Background: an optimization exercise with open tools, aiming at small area and few clock cycles per item. Do not read the settings as production practice.
RTL that was checked went through simulation tests only; none was proved equivalent to the original.
The RTL of runs 1 to 3 was laid out without a check of its function.
No activity file was given, so power comes from the tool's default toggle rates.

File: flow/design.v
package stst_pkg;
	localparam int TableDepthDef = 16;
	localparam int NameBytesDef  = 8;
	localparam int FuncW   = 2;
	localparam int ScoreW  = 31;
	localparam int NameW   = 64;
	localparam int RankW   = 5;
	localparam int StatusW = 3;
	localparam int CountW  = 5;
	localparam int InW  = 104;
	localparam int OutW = 104;
	localparam logic [FuncW-1:0] FUNC_INSERT = 2'd0;
	localparam logic [FuncW-1:0] FUNC_DELETE = 2'd1;
	localparam logic [FuncW-1:0] FUNC_READ   = 2'd2;
	localparam logic [StatusW-1:0] ST_DONE    = 3'd0;
	localparam logic [StatusW-1:0] ST_LOW     = 3'd1;
	localparam logic [StatusW-1:0] ST_BADRANK = 3'd2;
	localparam logic [StatusW-1:0] ST_EMPTY   = 3'd3;
	localparam logic [StatusW-1:0] ST_CANCEL  = 3'd4;
	typedef struct packed {
		logic [ScoreW-1:0] score;
		logic [NameW-1:0]  name;
	} entry_t;
	typedef struct packed {
		logic ins;
		logic del;
	} cmd_t;
endpackage
module stst_cell #(
	parameter int TABLE_DEPTH = stst_pkg::TableDepthDef
) (
	input  logic                                        clk,
	input  logic                                        arst_n,
	input  logic                                        ins,       
	input  logic                                        del,       
	input  logic                                        tsel,      
	input  logic [$clog2(TABLE_DEPTH)-1:0]              new_rank,
	input  logic [$clog2(TABLE_DEPTH)-1:0]              del_rank,  
	input  logic [stst_pkg::ScoreW+stst_pkg::NameW-1:0] new_ent,
	output logic [stst_pkg::ScoreW+stst_pkg::NameW-1:0] ent,
	output logic [$clog2(TABLE_DEPTH)-1:0]              rk,
	output logic                                        valid,
	output logic                                        ge,        
	output logic                                        hit        
);
	localparam int KW = $clog2(TABLE_DEPTH);
	localparam int SW = stst_pkg::ScoreW;
	localparam int NW = stst_pkg::NameW;
	logic [SW+NW-1:0] ent_q;
	logic [KW-1:0]    rk_q;
	logic             v_q;
	logic             below;
	function automatic logic score_ge(input logic [SW-1:0] a, input logic [SW-1:0] b);
		logic [31:0] g;
		logic [31:0] p;
		g = '0;
		p = '1;
		for (int i = 0; i < SW; i++) begin
			g[i] = a[i] & ~b[i];
			p[i] = a[i] | ~b[i];
		end
		for (int w = 1; w < 32; w = w * 2) begin
			for (int i = 0; i < 32; i = i + 2 * w) begin
				g[i] = g[i + w] | (p[i + w] & g[i]);
				p[i] = p[i + w] & p[i];
			end
		end
		score_ge = g[0] | p[0];
	endfunction
	assign ge    = v_q && score_ge(ent_q[SW+NW-1:NW], new_ent[SW+NW-1:NW]);
	assign hit   = v_q && (rk_q == del_rank);
	assign below = rk_q > del_rank;
	assign ent   = ent_q;
	assign rk    = rk_q;
	assign valid = v_q;
	always_ff @(posedge clk) begin
		if (ins && tsel) begin
			ent_q <= new_ent;
		end
	end
	always_ff @(posedge clk) begin
		if (ins) begin
			if (tsel) begin
				rk_q <= new_rank;
			end else if (!ge) begin
				rk_q <= rk_q + 1'b1;
			end
		end else if (del && below) begin
			rk_q <= rk_q - 1'b1;
		end
	end
	always_ff @(posedge clk or negedge arst_n) begin
		if (!arst_n) begin
			v_q <= 1'b0;
		end else if (ins && tsel) begin
			v_q <= 1'b1;
		end else if (del && hit) begin
			v_q <= 1'b0;
		end
	end
endmodule
module sorted_top_n_score_table_unit #(
	parameter int TABLE_DEPTH = stst_pkg::TableDepthDef,
	parameter int NAME_BYTES  = stst_pkg::NameBytesDef
) (
	input  logic                       clk,
	input  logic                       arst_n,
	input  logic                       s_tvalid,
	output logic                       s_tready,
	input  logic [stst_pkg::InW-1:0]   s_tdata,
	output logic                       m_tvalid,
	input  logic                       m_tready,
	output logic [stst_pkg::OutW-1:0]  m_tdata
);
	localparam int CW = $clog2(TABLE_DEPTH + 1);
	localparam int KW = $clog2(TABLE_DEPTH);
	localparam int SW = stst_pkg::ScoreW;
	localparam int NW = stst_pkg::NameW;
	localparam int EW = SW + NW;
	logic [stst_pkg::FuncW-1:0]   func;
	logic [SW-1:0]                new_score;
	logic [NW-1:0]                new_name;
	logic [stst_pkg::RankW-1:0]   rank;
	logic [NW-1:0]                packed_name;
	logic [EW-1:0]                new_ent;
	logic [CW-1:0]                count_q;
	logic [CW-1:0]                count_nxt;
	logic                         m_tvalid_q;
	logic [stst_pkg::StatusW-1:0] status_q;
	logic [KW-1:0]                rsel_q;
	logic                         rok_q;
	logic                         accept;
	logic                         empty;
	logic                         full;
	logic                         rank_ok;
	logic                         all_ge;
	logic                         ins_ok;
	logic                         del_ok;
	logic                         rd_ok;
	logic [stst_pkg::StatusW-1:0] status;
	logic [KW-1:0]                del_rank;
	logic [KW-1:0]                new_rank;
	logic [KW-1:0]                hit_idx;
	logic [TABLE_DEPTH*EW-1:0]    ents;
	logic [TABLE_DEPTH*KW-1:0]    rks;
	logic [TABLE_DEPTH-1:0]       vs;
	logic [TABLE_DEPTH-1:0]       ges;
	logic [TABLE_DEPTH-1:0]       hits;
	logic [TABLE_DEPTH-1:0]       free;
	logic [TABLE_DEPTH-1:0]       tsel;
	logic                         seen;
	logic [TABLE_DEPTH-1:0]       rsel_oh;
	logic [EW-1:0]                rd_all;
	assign func      = s_tdata[1:0];
	assign new_score = s_tdata[32:2];
	assign new_name  = s_tdata[96:33];
	assign rank      = s_tdata[101:97];
	assign s_tready = !m_tvalid_q || m_tready;
	assign accept   = s_tvalid && s_tready;
	logic [7:0] name_alive;
	always_comb begin
		for (int b = 0; b < 8; b++) begin
			if (b == 0) begin
				name_alive[b] = (b < NAME_BYTES) && (new_name[8*b +: 8] != 8'd0);
			end else begin
				name_alive[b] = name_alive[b-1] && (b < NAME_BYTES) && (new_name[8*b +: 8] != 8'd0);
			end
			packed_name[8*b +: 8] = name_alive[b] ? new_name[8*b +: 8] : 8'd0;
		end
	end
	assign new_ent = {new_score, packed_name};
	assign empty    = count_q == '0;
	assign full     = count_q[CW-1];
	assign rank_ok  = (rank != '0) && ({1'b0, rank} <= {{(stst_pkg::RankW+1-CW){1'b0}}, count_q});
	assign del_rank = KW'(rank - 1'b1);
	assign all_ge   = &ges;
	always_comb begin
		new_rank = '0;
		for (int i = 0; i < TABLE_DEPTH; i++) begin
			new_rank = new_rank + KW'(ges[i]);
		end
	end
	always_comb begin
		for (int i = 0; i < TABLE_DEPTH; i++) begin
			free[i] = !vs[i] || (rks[i*KW +: KW] == KW'(TABLE_DEPTH - 1));
		end
		seen = 1'b0;
		for (int i = 0; i < TABLE_DEPTH; i++) begin
			tsel[i] = free[i] && !seen;
			seen    = seen || free[i];
		end
	end
	always_comb begin
		hit_idx = '0;
		for (int i = 0; i < TABLE_DEPTH; i++) begin
			hit_idx = hit_idx | (hits[i] ? KW'(i) : KW'(0));
		end
	end
	always_comb begin
		status    = stst_pkg::ST_DONE;
		count_nxt = count_q;
		ins_ok    = 1'b0;
		del_ok    = 1'b0;
		rd_ok     = 1'b0;
		unique case (func)
			stst_pkg::FUNC_INSERT: begin
				if (full && all_ge) begin
					status = stst_pkg::ST_LOW;
				end else begin
					ins_ok = 1'b1;
					if (!full) begin
						count_nxt = count_q + 1'b1;
					end
				end
			end
			stst_pkg::FUNC_DELETE, stst_pkg::FUNC_READ: begin
				if (empty) begin
					status = stst_pkg::ST_EMPTY;
				end else if (rank == '0) begin
					status = stst_pkg::ST_CANCEL;
				end else if (!rank_ok) begin
					status = stst_pkg::ST_BADRANK;
				end else if (func == stst_pkg::FUNC_DELETE) begin
					del_ok    = 1'b1;
					count_nxt = count_q - 1'b1;
				end else begin
					rd_ok = 1'b1;
				end
			end
			default: begin
				status = stst_pkg::ST_BADRANK;
			end
		endcase
	end
	genvar gi;
	generate
		for (gi = 0; gi < TABLE_DEPTH; gi++) begin : g_cell
			stst_cell #(
				.TABLE_DEPTH(TABLE_DEPTH)
			) u_cell (
				.clk     (clk),
				.arst_n  (arst_n),
				.ins     (accept && ins_ok),
				.del     (accept && del_ok),
				.tsel    (tsel[gi]),
				.new_rank(new_rank),
				.del_rank(del_rank),
				.new_ent (new_ent),
				.ent     (ents[gi*EW +: EW]),
				.rk      (rks[gi*KW +: KW]),
				.valid   (vs[gi]),
				.ge      (ges[gi]),
				.hit     (hits[gi])
			);
		end
	endgenerate
	always_ff @(posedge clk or negedge arst_n) begin
		if (!arst_n) begin
			count_q    <= '0;
			m_tvalid_q <= 1'b0;
		end else begin
			if (accept) begin
				count_q    <= count_nxt;
				m_tvalid_q <= 1'b1;
			end else if (m_tready) begin
				m_tvalid_q <= 1'b0;
			end
		end
	end
	always_ff @(posedge clk) begin
		if (accept) begin
			status_q <= status;
			rsel_q   <= hit_idx;
			rok_q    <= rd_ok;
		end
	end
	always_comb begin
		rd_all = '0;
		for (int i = 0; i < TABLE_DEPTH; i++) begin
			rsel_oh[i] = rok_q && (rsel_q == KW'(i));
			rd_all = rd_all | (rsel_oh[i] ? ents[i*EW +: EW] : '0);
		end
	end
	assign m_tvalid = m_tvalid_q;
	assign m_tdata  = {1'b0, rd_all[NW-1:0], rd_all[EW-1:NW], stst_pkg::CountW'(count_q), status_q};
endmodule
File: flow/run.sh
#!/bin/bash
# synth_recipe.tcl (not shown) runs the flow's synth.tcl, then flattens the netlist and writes it again
# the make line also repeats each setting of config.mk as NAME=value (left out here)
make -C /OpenROAD-flow-scripts/flow DESIGN_CONFIG=/design/flow/config.mk WORK_HOME=/design/flow/orfs CLKGATE_MAP_FILE= SYNTH_SCRIPT=/design/flow/synth_recipe.tcl finish
File: flow/config.mk
export PLATFORM = sky130hd
export DESIGN_NAME = sorted_top_n_score_table_unit
export DESIGN_NICKNAME = sorted_top_n_score_table_unit
export VERILOG_FILES = /design/flow/design.v
export SDC_FILE = /design/flow/constraint.sdc
export NUM_CORES = 4
export LEC_CHECK = 0
export CAP_MARGIN = 20
export CORE_MARGIN = 2
export CORE_UTILIZATION = 55
export PLACE_DENSITY = 0.65
export SLEW_MARGIN = 20
File: flow/constraint.sdc
create_clock -name core_clock -period 6.0 [get_ports {clk}]
set_input_delay 1.2000 -clock core_clock [delete_from_list [all_inputs] [get_ports {clk}]]
set_output_delay 1.2000 -clock core_clock [all_outputs]
set_load 0.01 [all_outputs]
==> results by group, run 1 <==
Floorplan
  – IO Pins: 214
  – Die span in x: 364.7 um
  – Core Box Area: 129300 um2
  – Initial Utilization: 55.34%
  – Die height: 364.7 um
  – # rows: 132
  – Die area: 133000 um2

Critical path
  – Critical path startpoint category: input pin
  – Crit. End Element: flip-flop
  – WP buf/inv: 9
  – Slowest-stage cell, CP: clkdlybuf4s50_1
  – Max stage delay on crit path: 0.61 ns
  – Cell family with most CP delay: adder cells
  – Max FO, Critical Path: 8
  – CP required: 6.65 ns
  – Critical path class: in -> reg
  – Worst EP arrival: 7.29 ns

STA
  – Min Tclk post-route: 6.633 ns
  – Fmax: 150.8 MHz
  – Final Max Slew Viols: 0
  – Final Setup Violations: 48
  – Setup Skew: 0.04579 ns
  – Post-layout worst setup margin: -0.6334 ns
  – RSZ-0062 raised after global routing: true
  – Setup TNS: -25.26 ns
  – Worst Max-Slew Pin Slew: 1.137 ns
  – Max_slew headroom: 24.03%
  – Final Cycle Share: 110.6%
  – Fin. Hold Viols: 0

Final layout
  – Layout cells sized above 1: 18.67%
  – Syn-to-layout area delta: 22.85%
  – NumNets Final: 6048

Drt
  – First DRT Iteration DRCs: 8295
  – Final ANT Viol Nets: 0
  – Routed via count: 52620
  – TritonRoute pass-1 iters: 9
  – DRC viols: 0
  – Vias per cell: 6.844
  – Wirelength per Cell: 32.99 um
  – Drt total wl: 253600 um

CTS
  – Hold-fix buffers, CTS: 0
  – Total CTS buffers: 164
  – CTS sink cnt: 1614
  – TritonCTS clock tree: done
  – Worst-Skew Late Latency: 0.82 ns
  – H-tree depth: 4
  – Clk buf depth: 3
  – CTS root buffer: clkbuf_16
  – Clock Pin Slew Worst Setup and Hold Paths: 0.06 ns

Yosys
  – Seq/Total Area, Yosys: 67.57%
  – Top post-synthesis cells by area: edfxtp_1, a22oi_1, a221oi_1
  – Top_reg_cell synth: edfxtp_1
  – Syn_nets: 5250
  – Number of synthesized flops with an enable pin: 1592
  – Yosys reg bits: 1614
  – Post-synthesis cell type count: 92
  – Yosys warning count: 2
  – Mapped Area: 71560 um2
  – Post-synthesis instance total: 5017
  – Top cell type's share of synthesized area: 66.81%
  – Area leader, netlist: edfxtp_1
  – Asr flop ratio synth: 1.363%
  – Avg Synthesized Cell Area: 14.26 um2

Status
  – Status: finished with violations
  – Layout Check Fails: setup timing

Place
  – PortBufs: 210
  – GP Congestion: 1.025
  – Pre-CTS setup slack: -1.965 ns
  – HPWL after detailed placement: 168300 um

Min path
  – HP Class: reg -> reg

Global route
  – First-pass GRT wire length: 360800 um
  – Grt total ovfl: 0
  – Initial antenna violation count: 6
  – GR Util All Layers: 37.94%
  – Largest net degree at the start of global routing: 83
  – Vias in the first global route: 50310

Power and ir drop
  – Overall power: 26740 uW
  – PwrDens: 304.1 nW/um2
  – Max VDD drop: 0.3706 mV
  – Leak: 0.02998 uW

Job
  – Max cap viols: 0
[synth_stat cells, drive strengths merged (107+ instances only)]
cell type,n
a221oi,187
mux2i,107
a22o,158
o21ai,120
nand2b,138
nor2,173
inv,201
a222oi,109
nand2,160
a22oi,243
a21oi,156
nor2b,146
maj3,135
clkbuf,201
nand3,124
ha,115
edfxtp,1592
[path summary, 6_finish.rpt]
path                                       startpoint                        to  slack (ns)  cells past startpoint
hold / removal                             m_tvalid_q                m_tvalid_q        0.56                      2
hold reg to reg                            m_tvalid_q                m_tvalid_q        0.56                      2
setup reg to reg           g_cell[0].u_cell.ent_q[64]  g_cell[3].u_cell.rk_q[3]       -0.58                     30
min in group asynchronous                      arst_n     g_cell[13].u_cell.v_q        0.80                      2
setup / recovery                          s_tdata[24]  g_cell[3].u_cell.rk_q[3]       -0.63                     27
max in group asynchronous                      arst_n      g_cell[9].u_cell.v_q        4.89                      2
[cells in the final DEF, fill, tap and decap left out, types with 113 or more instances in the layout]
cell / count
edfxtp_1: 1592
buf_4: 557
a22oi_1: 243
clkdlybuf4s50_1: 205
inv_1: 190
a221oi_1: 183
clkbuf_16: 167
nand2_1: 158
a22o_1: 158
nor2b_1: 146
a21oi_1: 142
buf_12: 138
nand2b_1: 137
nor2_1: 136
maj3_1: 127
nand3_1: 122
o21ai_0: 114
ha_1: 113
[state kept, by name, indices dropped and copies added, names as in the netlist]
signal / count
m_tvalid_q: 1
count_q: 5
rsel_q: 4
g_cell.u_cell.v_q: 16
g_cell.u_cell.rk_q: 64
g_cell.u_cell.ent_q: 1520
status_q: 3
rok_q: 1
[power by group]
group | internal [uW] | switching [uW]
Clock | 5620 | 4430
Sequential | 12600 | 160
Combinational | 1640 | 2330
Total | 19800 | 6920
[cell type report]
type                    count  area [um2]
repair buffers            915        9205
diodes                      1       2.502
inverters                 209       804.5
well taps                1742        2180
clock buffers             201        4317
fillers                  9100       41410
multi-input cells        2911       22130
flip-flops and latches   1614       48360
clock inverters            95       918.4
[worst min-delay path, cell delays in order (launching register included)]
cell	delay (ns)
dfrtp_1	0.34
nand2b_1	0.10
nand2b_1	0.09
[cell families after synthesis]
group | count (synthesis) | share of synthesized area, %
DFF | 1614 | 67.57
AOI/OAI and AO/OA | 1361 | 14.60
and+or+nand+nor | 1102 | 8.352
buffers and inverters | 492 | 2.717
adders and majority gates | 260 | 4.179
muxes | 124 | 1.796
xor gates and xnor gates | 63 | 0.7711
other | 1 | 0.005240
[metrics by stage]
stage                     area (um2)  hold WS [ns]  cells  utilization [%]
after detailed placement       82060        0.5465   7383            63.46
final                          87910        0.5635   7688            67.98
after floorplan                71880        0.4881   5017                -
after global placement         82060        0.5376   7383            63.46
after CTS                      87650        0.5624   7686            67.78
after global routing           87910        0.6102   7687            67.98
[routing by layer]
layer	wire length [um]	GRT usage (%)	vias up
met1	98930	53.88	26520
li1	-	-	21930
met2	114200	57.88	3567
met3	29030	7.321	590
met4	11400	15.41	6
met5	34	0	-
[what timing repair did]
action / 4_1_cts / 5_1_grt
setup buffers: 5 / 2
endpoints found under the setup margin: 64 / 64
gates cloned: 2 / 0
gates resized for setup: 70 / 59
pin swaps: 40 / 47
==> run 2, diff against run 1 <==
--- a/flow/design.v
+++ b/flow/design.v
@@ -127,8 +127,7 @@
 	logic [CW-1:0]                count_nxt;
 	logic                         m_tvalid_q;
 	logic [stst_pkg::StatusW-1:0] status_q;
-	logic [KW-1:0]                rsel_q;
-	logic                         rok_q;
+	logic [TABLE_DEPTH-1:0]       rsel_q;
 	logic                         accept;
 	logic                         empty;
 	logic                         full;
@@ -140,7 +139,6 @@
 	logic [stst_pkg::StatusW-1:0] status;
 	logic [KW-1:0]                del_rank;
 	logic [KW-1:0]                new_rank;
-	logic [KW-1:0]                hit_idx;
 	logic [TABLE_DEPTH*EW-1:0]    ents;
 	logic [TABLE_DEPTH*KW-1:0]    rks;
 	logic [TABLE_DEPTH-1:0]       vs;
@@ -149,7 +147,6 @@
 	logic [TABLE_DEPTH-1:0]       free;
 	logic [TABLE_DEPTH-1:0]       tsel;
 	logic                         seen;
-	logic [TABLE_DEPTH-1:0]       rsel_oh;
 	logic [EW-1:0]                rd_all;
 	assign func      = s_tdata[1:0];
 	assign new_score = s_tdata[32:2];
@@ -174,11 +171,20 @@
 	assign rank_ok  = (rank != '0) && ({1'b0, rank} <= {{(stst_pkg::RankW+1-CW){1'b0}}, count_q});
 	assign del_rank = KW'(rank - 1'b1);
 	assign all_ge   = &ges;
-	always_comb begin
-		new_rank = '0;
-		for (int i = 0; i < TABLE_DEPTH; i++) begin
-			new_rank = new_rank + KW'(ges[i]);
-		end
+	logic [1:0] pc1 [8];
+	logic [2:0] pc2 [4];
+	logic [3:0] pc3 [2];
+	always_comb begin
+		for (int j = 0; j < 8; j++) begin
+			pc1[j] = {1'b0, ges[2*j]} + {1'b0, ges[2*j+1]};
+		end
+		for (int j = 0; j < 4; j++) begin
+			pc2[j] = {1'b0, pc1[2*j]} + {1'b0, pc1[2*j+1]};
+		end
+		for (int j = 0; j < 2; j++) begin
+			pc3[j] = {1'b0, pc2[2*j]} + {1'b0, pc2[2*j+1]};
+		end
+		new_rank = pc3[0] + pc3[1];
 	end
 	always_comb begin
 		for (int i = 0; i < TABLE_DEPTH; i++) begin
@@ -188,12 +194,6 @@
 		for (int i = 0; i < TABLE_DEPTH; i++) begin
 			tsel[i] = free[i] && !seen;
 			seen    = seen || free[i];
-		end
-	end
-	always_comb begin
-		hit_idx = '0;
-		for (int i = 0; i < TABLE_DEPTH; i++) begin
-			hit_idx = hit_idx | (hits[i] ? KW'(i) : KW'(0));
 		end
 	end
 	always_comb begin
@@ -270,15 +270,13 @@
 	always_ff @(posedge clk) begin
 		if (accept) begin
 			status_q <= status;
-			rsel_q   <= hit_idx;
-			rok_q    <= rd_ok;
+			rsel_q   <= rd_ok ? hits : '0;
 		end
 	end
 	always_comb begin
 		rd_all = '0;
 		for (int i = 0; i < TABLE_DEPTH; i++) begin
-			rsel_oh[i] = rok_q && (rsel_q == KW'(i));
-			rd_all = rd_all | (rsel_oh[i] ? ents[i*EW +: EW] : '0);
+			rd_all = rd_all | (rsel_q[i] ? ents[i*EW +: EW] : '0);
 		end
 	end
 	assign m_tvalid = m_tvalid_q;
==> results by group, run 2 <==
Status
  – Status: finished with violations (unchanged)
  – Layout Check Fails: setup timing (unchanged)

Drt
  – Vias per cell: 6.895 (was 6.844)
  – Drt total wl: 244800 um (was 253600 um)
  – Wirelength per Cell: 32.85 um (was 32.99 um)
  – Final ANT Viol Nets: 0 (unchanged)
  – TritonRoute pass-1 iters: 8 (was 9)
  – First DRT Iteration DRCs: 7677 (was 8295)
  – DRC viols: 0 (unchanged)
  – Routed via count: 51400 (was 52620)

Yosys
  – Complex-gate fraction of the synthesized area: 16.41% (was 14.60%)
  – Post-synth top cells: edfxtp_1, a22o_1, a221oi_1, inv_1, clkbuf_1 (was edfxtp_1, a22oi_1, clkbuf_1, inv_1, a221oi_1)
  – Area leader, netlist: edfxtp_1 (unchanged)
  – Largest family of logic cells by synthesized area: compound AO/OA/AOI/OAI gates (unchanged)
  – Top post-synthesis cells by area: edfxtp_1, a22o_1, a221oi_1 (was edfxtp_1, a22oi_1, a221oi_1)
  – Adder-Cell Fraction of Synth Area: 4.399% (was 4.179%)
  – Mux cell area share after synthesis: 0.2500% (was 1.796%)
  – Top cell type's share of synthesized area: 67.72% (was 66.81%)
  – Syn_nets: 5124 (was 5250)
  – Post-synthesis instance total: 4892 (was 5017)
  – Top-count cell post-synth: edfxtp_1 (unchanged)
  – Top_reg_cell synth: edfxtp_1 (unchanged)
  – Mapped Area: 71080 um2 (was 71560 um2)
  – XOR/XNOR Fraction of Synth Area: 0.4190% (was 0.7711%)
  – Simple-gate share of the synthesized area: 7.020% (was 8.352%)
  – Avg Synthesized Cell Area: 14.53 um2 (was 14.26 um2)
  – Number of synthesized flops with an enable pin: 1603 (was 1592)
  – Seq/Total Area, Yosys: 68.50% (was 67.57%)
  – Asr flop ratio synth: 1.354% (was 1.363%)
  – Post-synthesis cell type count: 96 (was 92)
  – Yosys reg bits: 1625 (was 1614)
  – Yosys warning count: 5 (was 2)

Final layout
  – Syn-to-layout area delta: 21.95% (was 22.85%)
  – NumNets Final: 5891 (was 6048)
  – Largest Register: g_cell.u_cell.ent_q (unchanged)
  – Finished Cell Area: 86680 um2 (was 87910 um2)
  – Biggest regs: g_cell.u_cell.ent_q (1520), g_cell.u_cell.rk_q (64) (was g_cell.u_cell.ent_q (1520), g_cell.u_cell.rk_q (64), g_cell.u_cell.v_q (16))
  – Most common cell after layout, fill and taps aside: edfxtp_1 (unchanged)
  – Max FFs per register: 1520 (unchanged)
  – Area of the multi-input gates: 20800 um2 (was 22130 um2)
  – Layout cells sized above 1: 18.58% (was 18.67%)
  – Register area: 48690 um2 (was 48360 um2)
  – Fill count: 9014 (was 9100)
  – Commonest cells after routing, fill and taps aside: edfxtp_1, buf_4, a22o_1 (was edfxtp_1, buf_4, a22oi_1)
  – Final Non-Filler Cells: 7454 (was 7688)

CTS
  – Clock Pin Slew Worst Setup and Hold Paths: 0.06 ns (about the same)
  – Worst-Skew Late Latency: 0.82 ns (about the same)
  – Clk buf depth: 3 (unchanged)
  – Hold-fix buffers, CTS: 0 (unchanged)
  – CTS root buffer: clkbuf_16 (unchanged)
  – CTS sink cnt: 1625 (was 1614)
  – TritonCTS clock tree: done (unchanged)
  – H-tree depth: 4 (unchanged)
  – Total CTS buffers: 168 (was 164)

Critical path
  – WP buf/inv: 6 (was 9)
  – Worst reg2reg endpoint: g_cell[2].u_cell.rk_q[1] (was g_cell[3].u_cell.rk_q[3])
  – Max FO, Critical Path: 6 (was 8)
  – Critical Path Stages: 20 (was 27)
  – CP required: 6.54 ns (was 6.65 ns)
  – Critical path class: in -> reg (unchanged)
  – Worst path cell trace: clkdlybuf4s50_1 > inv_1 > o211a_1 > a221oi_1 > nor3b_1 > o221ai_1 > buf_4 > a41oi_1 > a31oi_2 > fa_1 > fa_2 > fa_2 > fa_2 > ha_4 > inv_2 > fa_2 > clkinvlp_4 > buf_4 > nor3_2 > a211oi_1
  – FF-to-FF path depth: 24 (was 30)
  – CP endpoint: g_cell[2].u_cell.rk_q[1] (was g_cell[3].u_cell.rk_q[3])
  – Crit. End Element: flip-flop (unchanged)
  – Slowest-stage cell, CP: fa_2 (was clkdlybuf4s50_1)
  – Crit. Startpoint: s_tdata[9] (was s_tdata[24])
  – Max stage delay on crit path: 0.59 ns (was 0.61 ns)
  – Critical path startpoint category: input pin (unchanged)
  – Top cell by count, worst path: fa_2
  – Reg-to-Reg Start: g_cell[0].u_cell.ent_q[64] (unchanged)
  – Worst EP arrival: 7.39 ns (was 7.29 ns)
  – Cell family with most CP delay: adder cells (unchanged)
  – Reg-to-reg slack, setup: -0.79 ns (was -0.58 ns)

Place
  – PortBufs: 210 (unchanged)
  – GP Congestion: 1.041 (was 1.025)
  – Placed inst area: 80790 um2 (was 82060 um2)
  – HPWL after detailed placement: 158700 um (was 168300 um)
  – Dpl cells: 7137 (was 7383)

Power and ir drop
  – Leak: 0.03006 uW (was 0.02998 uW)
  – PwrDens: 297.6 nW/um2 (was 304.1 nW/um2)
  – Max VDD drop: 0.3122 mV (was 0.3706 mV)
  – Overall power: 25800 uW (was 26740 uW)

STA
  – Max_slew headroom: 17.90% (was 24.03%)
  – Final Cycle Share: 114.2% (was 110.6%)
  – Post-layout worst setup margin: -0.8511 ns (was -0.6334 ns)
  – Worst Max-Slew Pin Slew: 1.231 ns (was 1.137 ns)
  – Hold WS: 0.5450 ns (was 0.5635 ns)
  – Setup Skew: 0.04976 ns (was 0.04579 ns)
  – Final Setup Violations: 54 (was 48)
  – Min Tclk post-route: 6.851 ns (was 6.633 ns)
  – Fin. Hold Viols: 0 (unchanged)
  – RSZ-0062 raised after global routing: true (unchanged)
  – Fmax: 146.0 MHz (was 150.8 MHz)
  – Final Max Slew Viols: 0 (unchanged)

Global route
  – Vias in the first global route: 49720 (was 50310)
  – Initial antenna violation count: 5 (was 6)
  – First-pass GRT wire length: 349900 um (was 360800 um)
  – Largest net degree at the start of global routing: 96 (was 83)
  – GR Util All Layers: 36.82% (was 37.94%)
  – Grt total ovfl: 0 (unchanged)

Floorplan
  – Initial Utilization: 55.60% (was 55.34%)
  – Die span in x: 363.5 um (was 364.7 um)
  – Core Box Area: 127800 um2 (was 129300 um2)
  – IO Pins: 214 (unchanged)
  – Die area: 132100 um2 (was 133000 um2)
  – # rows: 131 (was 132)
  – Die height: 363.5 um (was 364.7 um)

Min path
  – HP Class: reg -> reg (unchanged)

Job
  – Max cap viols: 0 (unchanged)
run 2: repair_timing:
action,in CTS,in global routing
setup endpoints to repair,593,64
resized for setup,79,47
pin swaps,31,19
setup buffers,7,7
run 2: metal layers:
| layer | vias to the layer above | share of wire [%] | global-route usage (%) |
|---|---|---|---|
| met1 | 25790 | 38 | 50.54 |
| met4 | 2 | 4.7 | 14.86 |
| met5 | - | 0.0053 | 0 |
| li1 | 21570 | - | - |
| met3 | 598 | 11 | 7.766 |
| met2 | 3440 | 46 | 57.69 |
run 2: metrics by stage:
step	utilization [%]	setup slack, ns	TNS (ns)
finish	67.80	-0.8511	-31.67
global route	67.80	-1.083	-44.65
CTS	67.56	-0.7486	-27.57
detailed placement	63.19	-2.116	-1273.47
global placement	63.16	-2.047	-1185.38
floorplan	-	-1.162	-1298.90
run 2: layout make-up:
type | count | area share (%)
antenna | 2 | 0.005774
clock buffer | 216 | 5.201
clock inverter | 85 | 0.8690
inverter | 252 | 1.178
multi-input combinational | 2717 | 24.00
sequential | 1625 | 56.17
tap | 1662 | 2.399
timing repair buffer | 895 | 10.18
run 2: cells by family after synthesis:
family	Yosys count
adder cells (fa/ha/maj)	273
XOR/XNOR	34
AND/OR/NAND/NOR	920
flip-flops	1625
buffers and inverters	550
other	1
multiplexers	17
AO/OA/AOI/OAI	1472
run 2: how the worst min path moves through the flow:
stage | startpoint | end | slack [ns] | cells after the start
floorplan | g_cell[4].u_cell.v_q | g_cell[4].u_cell.v_q | 0.49 | 2
global placement | g_cell[4].u_cell.v_q | g_cell[4].u_cell.v_q | 0.52 | 2
detailed placement | g_cell[4].u_cell.v_q | g_cell[4].u_cell.v_q | 0.53 | 2
CTS | g_cell[7].u_cell.v_q | g_cell[7].u_cell.v_q | 0.54 | 2
global route | g_cell[7].u_cell.v_q | g_cell[7].u_cell.v_q | 0.59 | 2
finish | g_cell[4].u_cell.v_q | g_cell[4].u_cell.v_q | 0.55 | 2
run 2: power by group:
part | leakage (uW) | internal [uW] | switching [uW]
clock network | 0.00258 | 5590 | 4510
registers | 0.0147 | 12600 | 157
logic | 0.0128 | 1140 | 1750
total | 0.0301 | 19400 | 6420
run 2: worst reg2reg max path: cells and delay by family (launching register included):
kind,cells,cell delay [ns]
compound gates,3,0.39
fa+ha+maj,14,4.77
buf+inv,4,0.52
flops,1,0.40
simple gates,3,0.48
==> run 3, diff against run 2 <==
--- a/flow/config.mk
+++ b/flow/config.mk
@@ -5,8 +5,9 @@
 export SDC_FILE = /design/flow/constraint.sdc
 export NUM_CORES = 4
 export LEC_CHECK = 0
-export CAP_MARGIN = 20
+export CAP_MARGIN = 5
 export CORE_MARGIN = 2
 export CORE_UTILIZATION = 55
+export CTS_BUF_LIST = sky130_fd_sc_hd__clkbuf_4 sky130_fd_sc_hd__clkbuf_8
 export PLACE_DENSITY = 0.65
-export SLEW_MARGIN = 20
+export SLEW_MARGIN = 5
==> results by group, run 3 <==
Global route
  – Initial antenna violation count: 4 (was 5)
  – First-pass GRT wire length: 352100 um (was 349900 um)
  – Grt total ovfl: 0 (unchanged)
  – GR Util All Layers: 36.94% (was 36.82%)
  – Largest net degree at the start of global routing: 96 (unchanged)
  – Vias in the first global route: 50650 (was 49720)

CTS
  – CTS sink cnt: 1625 (unchanged)
  – Worst-Skew Late Latency: 1.00 ns (was 0.82 ns)
  – Clock Pin Slew Worst Setup and Hold Paths: 0.06 ns (about the same)
  – H-tree depth: 5 (was 4)
  – Total CTS buffers: 287 (was 168)
  – TritonCTS clock tree: done (unchanged)
  – CTS root buffer: clkbuf_8 (was clkbuf_16)
  – Clk buf depth: 4 (was 3)

Floorplan
  – # rows: 131 (unchanged)
  – Die span in x: 363.5 um (unchanged)
  – Die height: 363.5 um (unchanged)
  – IO Pins: 214 (unchanged)
  – Die area: 132100 um2 (unchanged)
  – Core Box Area: 127800 um2 (unchanged)
  – Initial Utilization: 55.60% (unchanged)

STA
  – Fin. Hold Viols: 0 (unchanged)
  – Max_slew headroom: 12.82% (was 17.90%)
  – Final Setup Violations: 53 (was 54)
  – Worst Max-Slew Pin Slew: 1.308 ns (was 1.231 ns)
  – RSZ-0062 raised after global routing: true (unchanged)
  – Post-layout worst setup margin: -0.7851 ns (was -0.8511 ns)
  – Setup Skew: 0.07081 ns (was 0.04976 ns)
  – Fmax: 147.4 MHz (was 146.0 MHz)
  – Min Tclk post-route: 6.785 ns (was 6.851 ns)
  – Final Cycle Share: 113.1% (was 114.2%)
  – Final Max Slew Viols: 0 (unchanged)
  – Hold WS: 0.5437 ns (was 0.5450 ns)

Min path
  – HP Class: reg -> reg (unchanged)

Drt
  – First DRT Iteration DRCs: 7665 (was 7677)
  – Wirelength per Cell: 32.18 um (was 32.85 um)
  – TritonRoute pass-1 iters: 9 (was 8)
  – Routed via count: 52150 (was 51400)
  – Vias per cell: 6.833 (was 6.895)
  – DRC viols: 0 (unchanged)
  – Final ANT Viol Nets: 0 (unchanged)
  – Drt total wl: 245600 um (was 244800 um)

Yosys
  – Number of synthesized flops with an enable pin: 1603 (unchanged)
  – Post-synthesis cell type count: 96 (unchanged)
  – Yosys reg bits: 1625 (unchanged)
  – Post-synthesis instance total: 4892 (unchanged)
  – Area leader, netlist: edfxtp_1 (unchanged)
  – Top_reg_cell synth: edfxtp_1 (unchanged)
  – Post-synth top cells: edfxtp_1, a22o_1, a221oi_1, inv_1, clkbuf_1 (unchanged)
  – Yosys warning count: 5 (unchanged)
  – Avg Synthesized Cell Area: 14.53 um2 (unchanged)
  – Seq/Total Area, Yosys: 68.50% (unchanged)
  – Asr flop ratio synth: 1.354% (unchanged)
  – Top post-synthesis cells by area: edfxtp_1, a22o_1, a221oi_1 (unchanged)
  – Top cell type's share of synthesized area: 67.72% (unchanged)
  – Mapped Area: 71080 um2 (unchanged)
  – Top-count cell post-synth: edfxtp_1 (unchanged)
  – Syn_nets: 5124 (unchanged)

Power and ir drop
  – Overall power: 25360 uW (was 25800 uW)
  – Leak: 0.03025 uW (was 0.03006 uW)
  – PwrDens: 292.9 nW/um2 (was 297.6 nW/um2)
  – Max VDD drop: 0.2486 mV (was 0.3122 mV)

Final layout
  – Final Core Density: 67.73% (was 67.80%)
  – Syn-to-layout area delta: 21.82% (was 21.95%)
  – Register area: 48690 um2 (unchanged)
  – Layout cells sized above 1: 21.08% (was 18.58%)
  – NumNets Final: 6011 (was 5891)
  – Most common cell after layout, fill and taps aside: edfxtp_1 (unchanged)
  – Largest Register: g_cell.u_cell.ent_q (unchanged)
  – Max FFs per register: 1520 (unchanged)
  – Area of the multi-input gates: 20750 um2 (was 20800 um2)
  – Final Non-Filler Cells: 7631 (was 7454)
  – Fill count: 9101 (was 9014)
  – Commonest cells after routing, fill and taps aside: edfxtp_1, buf_4, a22o_1 (unchanged)
  – Biggest regs: g_cell.u_cell.ent_q (1520), g_cell.u_cell.rk_q (64) (unchanged)

Status
  – Layout Check Fails: setup timing (unchanged)
  – Status: finished with violations (unchanged)

Critical path
  – Worst EP arrival: 7.50 ns (was 7.39 ns)
  – Slowest-stage cell, CP: fa_2 (unchanged)
  – Crit. End Element: flip-flop (unchanged)
  – Max FO, Critical Path: 6 (unchanged)
  – Max stage delay on crit path: 0.57 ns (was 0.59 ns)
  – Critical path startpoint category: input pin (unchanged)
  – Cell family with most CP delay: adder cells (unchanged)
  – Top cell by count, worst path: maj3_2 (was fa_2)
  – WP buf/inv: 5 (was 6)
  – CP required: 6.71 ns (was 6.54 ns)
  – Critical path class: in -> reg (unchanged)

Job
  – Max cap viols: 0 (unchanged)

Place
  – Dpl cells: 7134 (was 7137)
  – HPWL after detailed placement: 158600 um (was 158700 um)
  – PortBufs: 210 (unchanged)
  – GP Congestion: 1.041 (unchanged)
-- run 3: kinds of logic (layout without fill, tap and decap cells) --
logic type      Yosys count  after routing  share of synthesized area (%)
buf+inv                 550           1621                          3.001
xor+xnor                 34             34                         0.4189
flops                  1625           1625                          68.50
mux                      17             17                         0.2500
compound gates         1472           1472                          16.41
other cells               1              7                       0.005276
fa+ha+maj               273            273                          4.399
simple gates            920            920                          7.020
-- run 3: per-layer routing --
metal | GRT usage [%] | up-vias | part of all wire, %
met4 | 16.77 | 2 | 5.0
met3 | 8.690 | 698 | 12
met1 | 50.44 | 25970 | 38
met5 | 0 | - | 0.0045
met2 | 56.66 | 3626 | 45
li1 | - | 21850 | -
-- run 3: stage by stage --
stage / setup TNS [ns] / setup slack (ns) / area, um2
2_1_floorplan: -1298.90 / -1.162 / 71240
3_3_place_gp: -1185.38 / -2.047 / 80750
3_5_place_dp: -1283.68 / -2.120 / 80750
4_1_cts: -25.82 / -0.7218 / 86250
5_1_grt: -39.28 / -0.9363 / 86580
6_report: -29.95 / -0.7851 / 86590
-- run 3: cell type report --
type	instances	area share (%)
timing repair buffer	896	10.19
sequential	1625	56.23
clock buffer	387	5.472
clock inverter	86	0.5563
tap	1662	2.402
inverter	252	1.172
multi-input combinational	2717	23.96
antenna	6	0.01734
-- run 3: report_power, final --
group / internal (uW) / switching [uW]
Clock: 5250 / 4440
Sequential: 12700 / 160
Combinational: 1130 / 1730
-- run 3: path summary, 6_finish.rpt --
| path | start | to | slack, ns | cells after the start |
|---|---|---|---|---|
| worst max-delay path | s_tdata[2] | g_cell[4].u_cell.rk_q[1] | -0.79 | 25 |
| worst min-delay path | g_cell[4].u_cell.v_q | g_cell[4].u_cell.v_q | 0.54 | 2 |
| worst max register to register | g_cell[1].u_cell.ent_q[64] | g_cell[4].u_cell.rk_q[1] | -0.77 | 25 |
| worst min register to register | g_cell[4].u_cell.v_q | g_cell[4].u_cell.v_q | 0.54 | 2 |
| max in group asynchronous | arst_n | g_cell[2].u_cell.v_q | 5.02 | 2 |
| min in group asynchronous | arst_n | g_cell[3].u_cell.v_q | 0.65 | 2 |
-- run 3: worst register-to-register path: stages (launching register included) --
cell and delay, ns:
edfxtp_1 0.39, nand2b_4 0.15, maj3_2 0.30, maj3_2 0.30, maj3_2 0.31, maj3_2 0.31, maj3_2 0.30, a21oi_2 0.16
maj3_2 0.27, o211ai_1 0.12, a31oi_1 0.16, buf_4 0.16, nor2_1 0.07, inv_1 0.11, fa_1 0.44, inv_2 0.09
fa_2 0.44, fa_2 0.44, fa_2 0.57, ha_4 0.14, inv_2 0.04, fa_2 0.57, clkinvlp_4 0.21, buf_4 0.20
nor3_1 0.18, a211oi_1 0.06
-- run 3: what timing repair did --
action | in CTS | in global routing
pin swaps | 28 | 19
setup buffers | 8 | 11
endpoints found under the setup margin | 64 | 146
gates resized for setup | 56 | 52
hold buffers | 0 | 0
gates cloned | 0 | 0
==> run 4, diff against run 3 <==
--- a/flow/design.v
+++ b/flow/design.v
@@ -171,20 +171,18 @@
 	assign rank_ok  = (rank != '0) && ({1'b0, rank} <= {{(stst_pkg::RankW+1-CW){1'b0}}, count_q});
 	assign del_rank = KW'(rank - 1'b1);
 	assign all_ge   = &ges;
-	logic [1:0] pc1 [8];
-	logic [2:0] pc2 [4];
-	logic [3:0] pc3 [2];
-	always_comb begin
-		for (int j = 0; j < 8; j++) begin
-			pc1[j] = {1'b0, ges[2*j]} + {1'b0, ges[2*j+1]};
-		end
-		for (int j = 0; j < 4; j++) begin
-			pc2[j] = {1'b0, pc1[2*j]} + {1'b0, pc1[2*j+1]};
-		end
-		for (int j = 0; j < 2; j++) begin
-			pc3[j] = {1'b0, pc2[2*j]} + {1'b0, pc2[2*j+1]};
-		end
-		new_rank = pc3[0] + pc3[1];
+	logic [TABLE_DEPTH-1:0] ge_at;
+	always_comb begin
+		for (int m = 0; m < TABLE_DEPTH; m++) begin
+			ge_at[m] = 1'b0;
+			for (int i = 0; i < TABLE_DEPTH; i++) begin
+				ge_at[m] = ge_at[m] | (ges[i] && (rks[i*KW +: KW] == KW'(m)));
+			end
+		end
+		new_rank[3] = ge_at[7];
+		new_rank[2] = (ge_at[3] && !ge_at[7]) || ge_at[11];
+		new_rank[1] = (ge_at[1] && !ge_at[3]) || (ge_at[5] && !ge_at[7]) || (ge_at[9] && !ge_at[11]) || ge_at[13];
+		new_rank[0] = ^ges;
 	end
 	always_comb begin
 		for (int i = 0; i < TABLE_DEPTH; i++) begin
==> flow/config.mk (replaced) <==
export PLATFORM = sky130hd
export DESIGN_NAME = sorted_top_n_score_table_unit
export DESIGN_NICKNAME = sorted_top_n_score_table_unit
export VERILOG_FILES = /design/flow/design.v
export SDC_FILE = /design/flow/constraint.sdc
export NUM_CORES = 4
export LEC_CHECK = 0
export CAP_MARGIN = 20
export CORE_MARGIN = 2
export CORE_UTILIZATION = 55
export CTS_CLUSTER_DIAMETER = 60
export CTS_CLUSTER_SIZE = 24
export PLACE_DENSITY = 0.65
export SLEW_MARGIN = 20
==> results by group, run 4 <==
Drt
  – Final ANT Viol Nets: 0 (unchanged)
  – Drt total wl: 250900 um (was 245600 um)
  – First DRT Iteration DRCs: 7744 (was 7665)
  – Vias per cell: 7.100 (was 6.833)
  – Wirelength per Cell: 33.51 um (was 32.18 um)
  – TritonRoute pass-1 iters: 7 (was 9)
  – DRC viols: 0 (unchanged)
  – Routed via count: 53160 (was 52150)

Place
  – Placed inst area: 81020 um2 (was 80750 um2)
  – Dpl cells: 7267 (was 7134)
  – PortBufs: 210 (unchanged)
  – GP Congestion: 1.016 (was 1.041)
  – HPWL after detailed placement: 162900 um (was 158600 um)

CTS
  – CTS sink cnt: 1625 (unchanged)
  – Worst-Skew Late Latency: 0.78 ns (was 1.00 ns)
  – Clk buf depth: 3 (was 4)
  – Post-CTS Setup Bufs: 0 (was 8)
  – CTS root buffer: clkbuf_16 (was clkbuf_8)
  – Hold-fix buffers, CTS: 0 (unchanged)
  – TritonCTS clock tree: done (unchanged)
  – H-tree depth: 3 (was 5)
  – Total CTS buffers: 118 (was 287)
  – # resized after CTS: 0 (was 56)
  – Clock Pin Slew Worst Setup and Hold Paths: 0.08 ns (was 0.06 ns)

Critical path
  – Max FO, Critical Path: 16 (was 6)
  – Critical path class: in -> reg (unchanged)
  – Worst EP arrival: 6.32 ns (was 7.50 ns)
  – Critical path startpoint category: input pin (unchanged)
  – CP required: 6.48 ns (was 6.71 ns)
  – Crit. End Element: flip-flop (unchanged)

Global route
  – Vias in the first global route: 50050 (was 50650)
  – GR Util All Layers: 36.57% (was 36.94%)
  – Initial antenna violation count: 7 (was 4)
  – Largest net degree at the start of global routing: 96 (unchanged)
  – Grt total ovfl: 0 (unchanged)
  – First-pass GRT wire length: 357700 um (was 352100 um)

Power and ir drop
  – Comb pwr share: 10.1% (was 11.3%)
  – Clock power share: 36.3% (was 38.2%)
  – P_int: 17640 uW (was 19030 uW)
  – Sw frac: 25.96% (was 24.97%)
  – Seq pwr share: 53.6% (was 50.5%)
  – Sw power: 6184 uW (was 6332 uW)
  – Leak: 0.02881 uW (was 0.03025 uW)
  – PwrDens: 279.6 nW/um2 (was 292.9 nW/um2)
  – Max VDD drop: 0.2575 mV (was 0.2486 mV)

Final layout
  – Most common cell after layout, fill and taps aside: edfxtp_1 (unchanged)
  – Commonest cells after routing, fill and taps aside: edfxtp_1, a22o_1, a221oi_1 (was edfxtp_1, buf_4, a22o_1)
  – Layout cells sized above 1: 14.20% (was 21.08%)
  – Biggest regs: g_cell.u_cell.ent_q (1520), g_cell.u_cell.rk_q (64) (unchanged)
  – Finished Cell Area: 85220 um2 (was 86590 um2)
  – NumNets Final: 5874 (was 6011)
  – Largest Register: g_cell.u_cell.ent_q (unchanged)
  – Final Non-Filler Cells: 7487 (was 7631)
  – Max FFs per register: 1520 (unchanged)
  – Syn-to-layout area delta: 17.57% (was 21.82%)

Min path
  – HP Class: reg -> reg (unchanged)

Yosys
  – Post-synthesis cell type count: 97 (was 96)
  – Post-synthesis instance total: 5121 (was 4892)
  – Number of synthesized flops with an enable pin: 1603 (unchanged)
  – Yosys warning count: 2 (was 5)
  – Avg Synthesized Cell Area: 14.15 um2 (was 14.53 um2)
  – Top post-synthesis cells by area: edfxtp_1, a22o_1, a221oi_1 (unchanged)
  – Top_reg_cell synth: edfxtp_1 (unchanged)
  – Mapped Area: 72480 um2 (was 71080 um2)
  – Post-synth top cells: edfxtp_1, a22o_1, a221oi_1, clkbuf_1, inv_1 (was edfxtp_1, a22o_1, a221oi_1, inv_1, clkbuf_1)
  – Seq/Total Area, Yosys: 67.17% (was 68.50%)
  – Syn_nets: 5362 (was 5124)
  – Top cell type's share of synthesized area: 66.41% (was 67.72%)
  – Top-count cell post-synth: edfxtp_1 (unchanged)
  – Area leader, netlist: edfxtp_1 (unchanged)
  – Asr flop ratio synth: 1.354% (unchanged)
  – Yosys reg bits: 1625 (unchanged)

Floorplan
  – Die height: 367.0 um (was 363.5 um)
  – IO Pins: 214 (unchanged)
  – Die area: 134700 um2 (was 132100 um2)
  – # rows: 133 (was 131)
  – Core Box Area: 131100 um2 (was 127800 um2)
  – Die span in x: 367.0 um (was 363.5 um)
  – Initial Utilization: 55.28% (was 55.60%)

STA
  – Hold WS: 0.5410 ns (was 0.5437 ns)
  – Min Tclk post-route: 5.845 ns (was 6.785 ns)
  – Fin. Hold Viols: 0 (unchanged)
  – Final Max Slew Viols: 0 (unchanged)
  – Worst Max-Slew Pin Slew: 1.190 ns (was 1.308 ns)
  – Final Setup Violations: 0 (was 53)
  – RSZ-0062 raised after global routing: false (was true)
  – Final Cycle Share: 97.41% (was 113.1%)
  – Max_slew headroom: 20.69% (was 12.82%)
  – Setup TNS: 0 ns (was -29.95 ns)
  – Fmax: 171.1 MHz (was 147.4 MHz)
  – Setup Skew: 0.04977 ns (was 0.07081 ns)

Job
  – Max cap viols: 0 (unchanged)

Status
  – Status: no timing/DRC/antenna violations (was finished with violations)
==> run 4: stage by stage <==
stage / power (uW) / util [%] / setup slack, ns
floorplan: 14130 / - / -0.2331
global placement: 15330 / 61.77 / -0.3558
detailed placement: 15370 / 61.78 / -0.3943
CTS: 23810 / 64.97 / 0.3489
global route: 24370 / 64.98 / 0.01217
finish: 23820 / 64.99 / 0.1555
==> run 4: power by group through the flow <==
| stage | Clock, uW | Combinational [uW] | Sequential, uW |
|---|---|---|---|
| 2_1_floorplan | 0 | 1170 | 13000 |
| 3_3_place_gp | 0 | 2300 | 13000 |
| 3_5_place_dp | 0 | 2340 | 13000 |
| 4_1_cts | 8690 | 2350 | 12800 |
| 5_1_grt | 9070 | 2520 | 12800 |
| 6_report | 8650 | 2400 | 12800 |
==> run 4: worst max-delay path, cell delays in order <==
cell and delay [ns]:
clkdlybuf4s50_1 0.56, nor2b_1 0.22, a2111oi_0 0.70, a21oi_1 0.31
or4_1 0.47, o31ai_1 0.79, o21ai_1 0.19, inv_1 0.13
ha_1 0.16, nand4_1 0.11, nor3_1 0.21, buf_4 0.17
or2_4 0.31, buf_4 0.23, nor2_1 0.08, a22oi_1 0.16
nor2_1 0.06, a21oi_1 0.12, o21ai_0 0.11
==> run 4: cell type report <==
class | count | area, um2
Clock buffer | 124 | 3018
Fill cell | 9697 | 45910
Clock inverter | 90 | 1154
Multi-Input combinational cell | 2958 | 21710
Inverter | 209 | 842.1
Timing Repair Buffer | 721 | 7605
Sequential cell | 1625 | 48690
Tap cell | 1755 | 2196
Antenna cell | 5 | 12.51
==> run 4: final timing paths <==
check	from	to	slack (ns)	cells after the start
max reg2reg	g_cell[3].u_cell.ent_q[79]	g_cell[15].u_cell.rk_q[2]	0.84	18
max	s_tdata[17]	g_cell[15].u_cell.rk_q[2]	0.16	19
min reg2reg	m_tvalid_q	m_tvalid_q	0.54	2
min	m_tvalid_q	m_tvalid_q	0.54	2
min in group asynchronous	arst_n	g_cell[3].u_cell.v_q	0.85	2
max in group asynchronous	arst_n	g_cell[1].u_cell.v_q	4.82	2
==> run 4: cell families after synthesis <==
group	count (synthesis)	synth area share, %
flip-flops	1625	67.17
AO/OA/AOI/OAI	1606	17.61
AND/OR/NAND/NOR	1141	8.885
buffers and inverters	538	2.974
adder cells (fa/ha/maj)	179	2.948
multiplexers	18	0.2486
XOR/XNOR	13	0.1571
other	1	0.005174
==> run 4: per-layer routing <==
| metal | routed length [um] | track usage (%) |
|---|---|---|
| met5 | 24 | 0 |
| met4 | 11640 | 14.62 |
| met3 | 25210 | 5.934 |
| met2 | 115100 | 56.91 |
| met1 | 98920 | 51.79 |
Testbench counts of run 4, summed over its fixed seeds: cycles 4,808, items 4,800.
==> run 5, diff against run 4 <==
--- a/flow/config.mk
+++ b/flow/config.mk
@@ -8,7 +8,5 @@
 export CAP_MARGIN = 20
 export CORE_MARGIN = 2
 export CORE_UTILIZATION = 55
-export CTS_CLUSTER_DIAMETER = 60
-export CTS_CLUSTER_SIZE = 24
 export PLACE_DENSITY = 0.65
 export SLEW_MARGIN = 20
==> results by group, run 5 <==
Status
  – Status: no timing/DRC/antenna violations (unchanged)

Drt
  – Drt total wl: 252900 um (was 250900 um)
  – TritonRoute pass-1 iters: 7 (unchanged)
  – DRC viols: 0 (unchanged)
  – Routed via count: 53510 (was 53160)
  – First DRT Iteration DRCs: 7758 (was 7744)
  – Wirelength per Cell: 33.41 um (was 33.51 um)
  – Final ANT Viol Nets: 0 (unchanged)
  – Vias per cell: 7.070 (was 7.100)

Power and ir drop
  – Max VDD drop: 0.3046 mV (was 0.2575 mV)
  – Leak: 0.02933 uW (was 0.02881 uW)
  – PwrDens: 292.6 nW/um2 (was 279.6 nW/um2)

CTS
  – H-tree depth: 4 (was 3)
  – CTS sink cnt: 1625 (unchanged)
  – # resized after CTS: 0 (unchanged)
  – Post-CTS Setup Bufs: 0 (unchanged)
  – Total CTS buffers: 166 (was 118)
  – Clk buf depth: 3 (unchanged)
  – Hold-fix buffers, CTS: 0 (unchanged)
  – TritonCTS clock tree: done (unchanged)
  – Clock Pin Slew Worst Setup and Hold Paths: 0.06 ns (was 0.08 ns)
  – CTS root buffer: clkbuf_16 (unchanged)
  – Worst-Skew Late Latency: 0.81 ns (was 0.78 ns)

Yosys
  – Post-synthesis cell type count: 97 (unchanged)
  – Mapped Area: 72480 um2 (unchanged)
  – Yosys warning count: 2 (unchanged)
  – Area leader, netlist: edfxtp_1 (unchanged)
  – Top cell type's share of synthesized area: 66.41% (unchanged)
  – Yosys reg bits: 1625 (unchanged)
  – Top post-synthesis cells by area: edfxtp_1, a22o_1, a221oi_1 (unchanged)
  – Top_reg_cell synth: edfxtp_1 (unchanged)
  – Top-count cell post-synth: edfxtp_1 (unchanged)
  – Syn_nets: 5362 (unchanged)
  – Number of synthesized flops with an enable pin: 1603 (unchanged)
  – Asr flop ratio synth: 1.354% (unchanged)
  – Avg Synthesized Cell Area: 14.15 um2 (unchanged)
  – Seq/Total Area, Yosys: 67.17% (unchanged)
  – Post-synth top cells: edfxtp_1, a22o_1, a221oi_1, clkbuf_1, inv_1 (unchanged)
  – Post-synthesis instance total: 5121 (unchanged)

Final layout
  – Commonest cells after routing, fill and taps aside: edfxtp_1, a22o_1, a221oi_1 (unchanged)
  – Max FFs per register: 1520 (unchanged)
  – Register area: 48690 um2 (unchanged)
  – Fill count: 9650 (was 9697)
  – NumNets Final: 5921 (was 5874)
  – Layout cells sized above 1: 14.36% (was 14.20%)
  – Syn-to-layout area delta: 18.92% (was 17.57%)
  – Biggest regs: g_cell.u_cell.ent_q (1520), g_cell.u_cell.rk_q (64) (unchanged)
  – Most common cell after layout, fill and taps aside: edfxtp_1 (unchanged)
  – Largest Register: g_cell.u_cell.ent_q (unchanged)
  – Final Non-Filler Cells: 7569 (was 7487)
  – Finished Cell Area: 86200 um2 (was 85220 um2)
  – Area of the multi-input gates: 21710 um2 (unchanged)

Critical path
  – Max FO, Critical Path: 16 (unchanged)
  – Max stage delay on crit path: 0.79 ns (about the same)
  – Worst path cell trace: clkdlybuf4s50_1 > nor2b_1 > a2111oi_0 > a21oi_1 > or4_1 > o31ai_1 > o21ai_1 > inv_1 > ha_1 > nand4_1 > nor3_1 > buf_4 > or2_4 > buf_4 > nor2_1 > a22oi_1 > nor2_1 > a21oi_1 > o21ai_0 (unchanged)
  – Critical path startpoint category: input pin (unchanged)
  – Crit. End Element: flip-flop (unchanged)
  – Slowest-stage cell, CP: o31ai_1 (unchanged)
  – Worst EP arrival: 6.43 ns (was 6.32 ns)
  – CP required: 6.54 ns (was 6.48 ns)
  – Critical path class: in -> reg (unchanged)

Global route
  – First-pass GRT wire length: 360200 um (was 357700 um)
  – Vias in the first global route: 50820 (was 50050)
  – Initial antenna violation count: 5 (was 7)
  – Grt total ovfl: 0 (unchanged)
  – GR Util All Layers: 36.88% (was 36.57%)
  – Largest net degree at the start of global routing: 96 (unchanged)

Floorplan
  – Die area: 134700 um2 (unchanged)
  – Core Box Area: 131100 um2 (unchanged)
  – Die height: 367.0 um (unchanged)
  – Die span in x: 367.0 um (unchanged)
  – # rows: 133 (unchanged)
  – Initial Utilization: 55.28% (unchanged)
  – IO Pins: 214 (unchanged)

STA
  – Final Cycle Share: 98.19% (was 97.41%)
  – RSZ-0062 raised after global routing: false (unchanged)
  – Setup Skew: 0.03384 ns (was 0.04977 ns)
  – Final Setup Violations: 0 (unchanged)
  – Worst Max-Slew Pin Slew: 1.320 ns (was 1.190 ns)
  – Min Tclk post-route: 5.891 ns (was 5.845 ns)
  – Final Max Slew Viols: 0 (unchanged)
  – Max_slew headroom: 11.99% (was 20.69%)
  – Fin. Hold Viols: 0 (unchanged)
  – Fmax: 169.7 MHz (was 171.1 MHz)

Place
  – GP Congestion: 1.016 (unchanged)
  – PortBufs: 210 (unchanged)
  – Placed inst area: 81020 um2 (unchanged)
  – Dpl cells: 7267 (unchanged)
  – HPWL after detailed placement: 162900 um (unchanged)

Job
  – Max cap viols: 0 (unchanged)

Min path
  – HP Class: reg -> reg (unchanged)
-- run 5: cell counts after synthesis --
No cell type changed its count.
-- run 5: area by class of cell --
cell class,instances,area share [%]
flip-flops and latches,1625,56.48
multi-input cells,2958,25.18
repair buffers,720,8.805
clock buffers,211,5.101
well taps,1755,2.547
inverters,209,0.9769
clock inverters,90,0.9000
diodes,1,0.002903
-- run 5: worst max-delay path: cells and delay by family --
| kind | cells | cell delay, ns |
|---|---|---|
| buffers and inverters | 4 | 1.10 |
| adders and majority gates | 1 | 0.16 |
| and+or+nand+nor | 7 | 1.50 |
| AOI/OAI and AO/OA | 7 | 2.44 |
-- run 5: metrics by stage --
stage               setup TNS [ns]  utilization (%)  hold slack, ns  worst slack, ns  total power [uW]
finish                           0            65.73          0.5362           0.1089             25220
global route                     0            65.73          0.5994          0.05397             25810
CTS                              0            65.73          0.5417           0.3954             25210
detailed placement         -313.36            61.78          0.5269          -0.3943             15370
global placement           -207.55            61.77          0.5060          -0.3558             15330
floorplan                   -4.055                -          0.4783          -0.2331             14130
-- run 5: report_power, final --
group          switching, uW  internal (uW)
clock                   4460           5560
combinational           1490            915
sequential               160          12600
-- run 5: worst paths after layout --
check | startpoint | to | slack (ns) | depth (start not counted)
setup reg to reg | g_cell[3].u_cell.ent_q[79] | g_cell[15].u_cell.rk_q[2] | 0.81 | 18
hold / removal | m_tvalid_q | m_tvalid_q | 0.54 | 2
hold reg to reg | m_tvalid_q | m_tvalid_q | 0.54 | 2
setup / recovery | s_tdata[17] | g_cell[15].u_cell.rk_q[2] | 0.11 | 19
max in group asynchronous | arst_n | g_cell[12].u_cell.v_q | 4.85 | 2
min in group asynchronous | arst_n | g_cell[9].u_cell.v_q | 0.81 | 2
-- run 5: metal layers --
metal | vias up | global-route usage [%] | wire (um)
li1 | 22250 | - | -
met1 | 27090 | 51.94 | 98730
met2 | 3522 | 56.65 | 115000
met3 | 644 | 6.541 | 27010
met4 | 6 | 16.13 | 12120
met5 | - | 0 | 50
-- run 5: cell families after synthesis --
kind of cell,count (synthesis),synth area share (%)
DFF,1625,67.17
AOI/OAI and AO/OA,1606,17.61
and+or+nand+nor,1141,8.885
buffers and inverters,538,2.974
adders and majority gates,179,2.948
muxes,18,0.2486
xor gates and xnor gates,13,0.1571
other,1,0.005174
==> run 6, diff against run 5 <==
--- a/flow/config.mk
+++ b/flow/config.mk
@@ -8,5 +8,7 @@
 export CAP_MARGIN = 20
 export CORE_MARGIN = 2
 export CORE_UTILIZATION = 55
+export CTS_CLUSTER_DIAMETER = 50
+export CTS_CLUSTER_SIZE = 36
 export PLACE_DENSITY = 0.65
 export SLEW_MARGIN = 20
==> results by group, run 6 <==
Floorplan
  – # rows: 133 (unchanged)
  – Core Box Area: 131100 um2 (unchanged)
  – Die area: 134700 um2 (unchanged)
  – Initial Utilization: 55.28% (unchanged)
  – Die height: 367.0 um (unchanged)
  – Die span in x: 367.0 um (unchanged)
  – IO Pins: 214 (unchanged)

Power and ir drop
  – Comb pwr share: 9.6% (was 9.5%)
  – Sw frac: 25.11% (was 24.24%)
  – P_int: 18680 uW (was 19110 uW)
  – Leak: 0.02920 uW (was 0.02933 uW)
  – Clock power share: 39.1% (was 39.7%)
  – Seq pwr share: 51.2% (was 50.7%)
  – Overall power: 24950 uW (was 25220 uW)
  – Max VDD drop: 0.2660 mV (was 0.3046 mV)
  – Sw power: 6263 uW (was 6112 uW)
  – PwrDens: 290.1 nW/um2 (was 292.6 nW/um2)

Final layout
  – Fill count: 9642 (was 9650)
  – Layout cells sized above 1: 14.76% (was 14.36%)
  – Commonest cells after routing, fill and taps aside: edfxtp_1, a22o_1, a221oi_1 (unchanged)
  – Biggest regs: g_cell.u_cell.ent_q (1520), g_cell.u_cell.rk_q (64) (unchanged)
  – Area of the multi-input gates: 21710 um2 (unchanged)
  – NumNets Final: 5900 (was 5921)
  – Max FFs per register: 1520 (unchanged)
  – Syn-to-layout area delta: 18.63% (was 18.92%)
  – Most common cell after layout, fill and taps aside: edfxtp_1 (unchanged)
  – Largest Register: g_cell.u_cell.ent_q (unchanged)
  – Register area: 48690 um2 (unchanged)

STA
  – Min Tclk post-route: 5.905 ns (was 5.891 ns)
  – Final Setup Violations: 0 (unchanged)
  – Max_slew headroom: 11.92% (was 11.99%)
  – Setup Skew: 0.05134 ns (was 0.03384 ns)
  – RSZ-0062 raised after global routing: false (unchanged)
  – Worst Max-Slew Pin Slew: 1.321 ns (was 1.320 ns)
  – Fmax: 169.4 MHz (was 169.7 MHz)
  – Final Cycle Share: 98.41% (was 98.19%)
  – Post-layout worst setup margin: 0.09546 ns (was 0.1089 ns)
  – Hold WS: 0.5412 ns (was 0.5362 ns)
  – Setup TNS: 0 ns (unchanged)
  – Fin. Hold Viols: 0 (unchanged)
  – Final Max Slew Viols: 0 (unchanged)

Drt
  – TritonRoute pass-1 iters: 9 (was 7)
  – First DRT Iteration DRCs: 7709 (was 7758)
  – Drt total wl: 252300 um (was 252900 um)
  – Vias per cell: 7.077 (was 7.070)
  – Routed via count: 53340 (was 53510)
  – Final ANT Viol Nets: 0 (unchanged)
  – Wirelength per Cell: 33.48 um (was 33.41 um)
  – DRC viols: 0 (unchanged)

Global route
  – Vias in the first global route: 50560 (was 50820)
  – Largest net degree at the start of global routing: 96 (unchanged)
  – First-pass GRT wire length: 359200 um (was 360200 um)
  – Grt total ovfl: 0 (unchanged)
  – GR Util All Layers: 36.80% (was 36.88%)
  – Initial antenna violation count: 4 (was 5)

CTS
  – CTS root buffer: clkbuf_16 (unchanged)
  – H-tree depth: 4 (unchanged)
  – Hold-fix buffers, CTS: 0 (unchanged)
  – Worst-Skew Late Latency: 0.80 ns (was 0.81 ns)
  – Post-CTS Setup Bufs: 0 (unchanged)
  – # resized after CTS: 0 (unchanged)
  – TritonCTS clock tree: done (unchanged)
  – Clk buf depth: 3 (unchanged)
  – Total CTS buffers: 145 (was 166)
  – Clock Pin Slew Worst Setup and Hold Paths: 0.07 ns (was 0.06 ns)
  – CTS sink cnt: 1625 (unchanged)

Critical path
  – CP required: 6.50 ns (was 6.54 ns)
  – Critical path class: in -> reg (unchanged)
  – Max stage delay on crit path: 0.76 ns (was 0.79 ns)
  – Crit. End Element: flip-flop (unchanged)
  – Worst EP arrival: 6.40 ns (was 6.43 ns)
  – Max FO, Critical Path: 16 (unchanged)
  – WP buf/inv: 4 (unchanged)
  – Cell family with most CP delay: compound AO/OA/AOI/OAI gates (unchanged)
  – Worst path cell trace: clkdlybuf4s50_1 > nor2b_1 > a2111oi_0 > a21oi_1 > or4_1 > o31ai_1 > o21ai_1 > inv_1 > ha_1 > nand4_1 > nor3_1 > buf_4 > or2_4 > buf_4 > nor2_1 > a22oi_1 > nor2_1 > a21oi_1 > o21ai_0 (unchanged)
  – Critical path startpoint category: input pin (unchanged)
  – Slowest-stage cell, CP: o31ai_1 (unchanged)

Yosys
  – Area leader, netlist: edfxtp_1 (unchanged)
  – Yosys reg bits: 1625 (unchanged)
  – Yosys warning count: 2 (unchanged)
  – Top-count cell post-synth: edfxtp_1 (unchanged)
  – Post-synthesis cell type count: 97 (unchanged)
  – Top cell type's share of synthesized area: 66.41% (unchanged)
  – Syn_nets: 5362 (unchanged)
  – Avg Synthesized Cell Area: 14.15 um2 (unchanged)
  – Post-synth top cells: edfxtp_1, a22o_1, a221oi_1, clkbuf_1, inv_1 (unchanged)
  – Mapped Area: 72480 um2 (unchanged)
  – Top post-synthesis cells by area: edfxtp_1, a22o_1, a221oi_1 (unchanged)
  – Post-synthesis instance total: 5121 (unchanged)
  – Seq/Total Area, Yosys: 67.17% (unchanged)
  – Asr flop ratio synth: 1.354% (unchanged)
  – Top_reg_cell synth: edfxtp_1 (unchanged)
  – Number of synthesized flops with an enable pin: 1603 (unchanged)

Place
  – GP Congestion: 1.016 (unchanged)
  – HPWL after detailed placement: 162900 um (unchanged)
  – PortBufs: 210 (unchanged)
  – Pre-CTS setup slack: -0.3943 ns (unchanged)

Min path
  – HP Class: reg -> reg (unchanged)

Status
  – Status: no timing/DRC/antenna violations (unchanged)

Job
  – Max cap viols: 0 (unchanged)
## run 6: path summary, 6_finish.rpt
path	startpoint	end	slack, ns	cells past startpoint
worst max-delay path	s_tdata[17]	g_cell[15].u_cell.rk_q[2]	0.1	19
worst min-delay path	m_tvalid_q	m_tvalid_q	0.54	2
worst max register to register	g_cell[3].u_cell.ent_q[79]	g_cell[15].u_cell.rk_q[2]	0.81	18
worst min register to register	m_tvalid_q	m_tvalid_q	0.54	2
max in group asynchronous	arst_n	g_cell[12].u_cell.v_q	4.82	2
min in group asynchronous	arst_n	g_cell[11].u_cell.v_q	0.85	2
## run 6: kinds of logic after synthesis
group	synth area share, %
multiplexers	0.2486
AND/OR/NAND/NOR	8.885
flip-flops	67.17
adder cells (fa/ha/maj)	2.948
buffers and inverters	2.974
XOR/XNOR	0.1571
AO/OA/AOI/OAI	17.61
other	0.005174
## run 6: worst reg2reg max path: stages (launching register included)
cell and delay (ns):
edfxtp_1 0.42, nor2b_1 0.08, a2111oi_0 0.75, a21oi_1 0.32, or4_1 0.48, o31ai_1 0.76
o21ai_1 0.19, inv_1 0.13, ha_1 0.16, nand4_1 0.11, nor3_1 0.21, buf_4 0.17
or2_4 0.32, buf_4 0.25, nor2_1 0.08, a22oi_1 0.18, nor2_1 0.07, a21oi_1 0.13
o21ai_0 0.11
## run 6: cell type report
type | count | share of cell area (%)
multi-input combinational | 2958 | 25.25
clock buffer | 161 | 4.351
inverter | 209 | 0.9793
antenna | 2 | 0.005821
sequential | 1625 | 56.62
clock inverter | 107 | 1.414
tap | 1755 | 2.554
timing repair buffer | 720 | 8.827
## run 6: routing by layer
layer | global-route usage [%] | vias up | wire (um)
met1 | 51.69 | 26900 | 97860
met5 | 0 | - | 29
met3 | 6.541 | 629 | 27670
met2 | 57.06 | 3607 | 115100
met4 | 15.25 | 4 | 11670
li1 | - | 22200 | -
## run 6: power by group through the flow
stage          Sequential [uW]  Combinational, uW  Clock, uW
4_1_cts                  12800               2350       9810
3_3_place_gp             13000               2300          0
6_report                 12800               2410       9760
3_5_place_dp             13000               2340          0
2_1_floorplan            13000               1170          0
5_1_grt                  12800               2520      10200
## run 6: metrics by stage
step	utilization (%)	std cells	cell area (um2)
2_1_floorplan	-	5121	72540
3_3_place_gp	61.77	7266	81000
3_5_place_dp	61.78	7267	81020
4_1_cts	65.56	7535	85980
5_1_grt	65.57	7535	85980
6_report	65.57	7537	85990

-- what the ideal ports hide --
Ports are ideal in the flow. The routed layouts listed here were re-timed in OpenROAD. Step 1 sets driving cells, clkbuf_16 on the clock port and buf_2 on the other inputs (assumed; they add their load-dependent delay and slew). Step 2 moves the port delays by t, midway between the first and last clock arrival at a register: inputs arrive t later, outputs are due t later. That takes back most of the time a late clock gives input paths. Three values: ideal, step 1, step 2; two values: the first two.
run | t, ns | setup WS [ns] | worst setup path at the end | latest minus earliest clock arrival (ns) | worst slew at a driven data input, ns
run 1 | 0.881 | -0.633 / -0.590 / -1.471 | input to register | 0.046 / 0.046 | 0.13
run 2 | 0.879 | -0.851 / -0.803 / -1.682 | input to register | 0.050 / 0.049 | 0.16
run 3 | 1.043 | -0.785 / -0.773 / -1.783 | input to register | 0.071 / 0.071 | 0.15
run 4 | 0.838 | 0.155 / 0.206 / -0.632 | input to register | 0.050 / 0.050 | 0.15
run 5 | 0.877 | 0.109 / 0.160 / -0.717 | input to register | 0.034 / 0.034 | 0.15
run 6 | 0.861 | 0.095 / 0.146 / -0.715 | input to register | 0.051 / 0.051 | 0.18
With both steps, setup timing fails in run 4, run 5 and run 6, where it was met with ideal ports. The setup slack of run 3, which loses most, moves by +0.012 ns with the drivers and by -0.998 ns with both steps.
